This design comes from an exercise in tuning for small area, a short achievable clock period and few clock cycles per item on the open sky130 flow, not from production work.
In this exercise RTL edits were held to simulation tests only and were not proved equivalent to the original.
Power is estimated from default activity; no workload was simulated.

== job 1935 ==
## descending_insertion_sorter
module descending_insertion_sorter #(
  parameter int DEPTH = dis_pkg::DEPTH_DFLT
) (
  input  logic                      clk,
  input  logic                      rst_n,
  input  logic                      in_valid,
  output logic                      in_stall,
  input  logic [dis_pkg::KEY_W-1:0] in_key,
  input  logic [dis_pkg::TAG_W-1:0] in_tag,
  input  logic                      in_last_in,
  output logic                      out_valid,
  input  logic                      out_stall,
  output logic [dis_pkg::KEY_W-1:0] out_sorted_key,
  output logic [dis_pkg::TAG_W-1:0] out_sorted_tag,
  output logic                      out_overflow,
  output logic                      out_last_out
);
  localparam int KW    = dis_pkg::KEY_W;
  localparam int TW    = dis_pkg::TAG_W;
  localparam int REC_W = dis_pkg::REC_W;
  localparam int CW    = 6;   
  logic [CW-1:0] cnt_r;
  logic          cur_ovf_r;
  logic          cur_par_r;
  logic          ovf_act_r, ovf_par_r, ovf_act_nxt;
  logic          in_stall_r, in_stall_nxt;
  logic          q_v_r, q_store_r, q_last_r, q_ovf_r, q_v_nxt, q_store_nxt, q_last_nxt;
  logic          shift_r, ins_r, cmpl_r, stuck_r, q_adv_nxt;
  ...
Size: about 5,600 cells after synthesis, ~57 I/O pins, about 49,000 sq um of cells after synthesis.
==> flow/config.mk <==
export PLATFORM = sky130hd
export DESIGN_NAME = descending_insertion_sorter
export DESIGN_NICKNAME = descending_insertion_sorter
export VERILOG_FILES = /design/flow/design.v
export SDC_FILE = /design/flow/constraint.sdc
export NUM_CORES = 4
export LEC_CHECK = 0
export CAP_MARGIN = 20
export CELL_PAD_IN_SITES_DETAIL_PLACEMENT = 1
export CELL_PAD_IN_SITES_GLOBAL_PLACEMENT = 1
export CORE_MARGIN = 2
export CORE_UTILIZATION = 35
export CTS_BUF_LIST = sky130_fd_sc_hd__clkbuf_8
export CTS_CLUSTER_DIAMETER = 100
export CTS_CLUSTER_SIZE = 12
export PLACE_DENSITY = 0.5
export SETUP_SLACK_MARGIN = 1.4
export SLEW_MARGIN = 20
export SYNTH_HIERARCHICAL = 1
export TNS_END_PERCENT = 30
==> flow/constraint.sdc <==
create_clock -name core_clock -period 3.5 [get_ports {clk}]
set_input_delay 0.7000 -clock core_clock [delete_from_list [all_inputs] [get_ports {clk}]]
set_output_delay 0.7000 -clock core_clock [all_outputs]
set_load 0.01 [all_outputs]
run.sh (not shown) runs the stock make flow with config.mk's settings and CLKGATE_MAP_FILE= SYNTH_SCRIPT=/design/flow/synth_recipe.tcl, a recipe that flattens the netlist after the stock synthesis.
Testbench counts of job 1935, summed over its fixed seeds: cycles 39,512, items 39,240.
### job 1935 -> job 9220
- swapping 1.4 for 1.2 in SETUP_SLACK_MARGIN
## What came out
Final-layout non-clock buffer area share: job 9220 lower than job 1935
Taking job 1935 as 1.0, job 9220 lands at 0.950 on routed wire length.
The final layout from job 9220, which completed every stage, passed the timing, DRC and antenna checks at the end of the flow.
Going from job 1935 to job 9220, final-stage net count shrinks by about 2.5%.
Comparing job 9220 against job 1935, there is no change at all in height of the die.
Cell count after placement delta (job 1935 -> job 9220): insignificant
### job 9220 -> job 6258
- CTS_CLUSTER_SIZE: 12 -> unset
- CTS_BUF_LIST: sky130_fd_sc_hd__clkbuf_8 -> unset
- TNS_END_PERCENT: 30 -> unset
- CTS_CLUSTER_DIAMETER: 100 -> unset
- SETUP_SLACK_MARGIN: 1.2 -> 1.4
### Flow results
Delta (job 6258 minus job 9220): mean post-synth cell area saw little to no change; area of all placed cells without fillers saw an increase. Job 6258 against job 9220: DRC marker count from the first detailed-route iteration went up by 335, maximum cell stage delay along the critical path went down by 0.07 ns.
Input changes introduced in job 6036 (baseline for comparison: job 6258):
- CTS_BUF_LIST: unset -> sky130_fd_sc_hd__clkbuf_8
- CTS_CLUSTER_DIAMETER: unset -> 100
- CTS_CLUSTER_SIZE: unset -> 12
[summary]
Of job 6258 and job 6036, the higher total power belongs to job 6258.
Job 6036 against job 6258: average wire per standard cell decreased about 1.6%, design area decreased 5.3%, number of post-CTS setup repair buffers decreased 7, combined area of the multi-input logic cells decreased about 0.9%.
Status: global router's overall resource usage parity (job 6258, job 6036)

==> re-timing with driven ports <==
How much do the figures lean on ideal ports? The routed layouts below were timed once more, with nothing changed but the port constraints. Step 1 assumes that a clkbuf_16 drives the clock port and a buf_2 every other input. Step 2 adds t to the input delays and takes it off the output delays; t is the mean of the earliest and latest rising clock arrival at the registers after step 1. Input paths then give back, and output paths get back, about the clock's delay inside the block. Three values: ideal, step 1, step 2; two values: the first two.
| run | t (ns) | slack for setup (ns) | worst setup path after step 2 |
|---|---|---|---|
| job 1935 | 0.912 | 1.176 / 1.176 / 0.366 | input to register |
| job 9220 | 0.901 | 1.053 / 1.053 / 0.271 | input to register |
| job 6258 | 0.827 | 1.130 / 1.130 / 0.424 | input to register |
| job 6036 | 0.911 | 1.188 / 1.191 / 0.334 | input to register |
After both steps every run listed still meets setup and hold. For job 6036, which loses most, drivers alone change the setup slack by +0.003 ns; drivers and shift together by -0.854 ns.
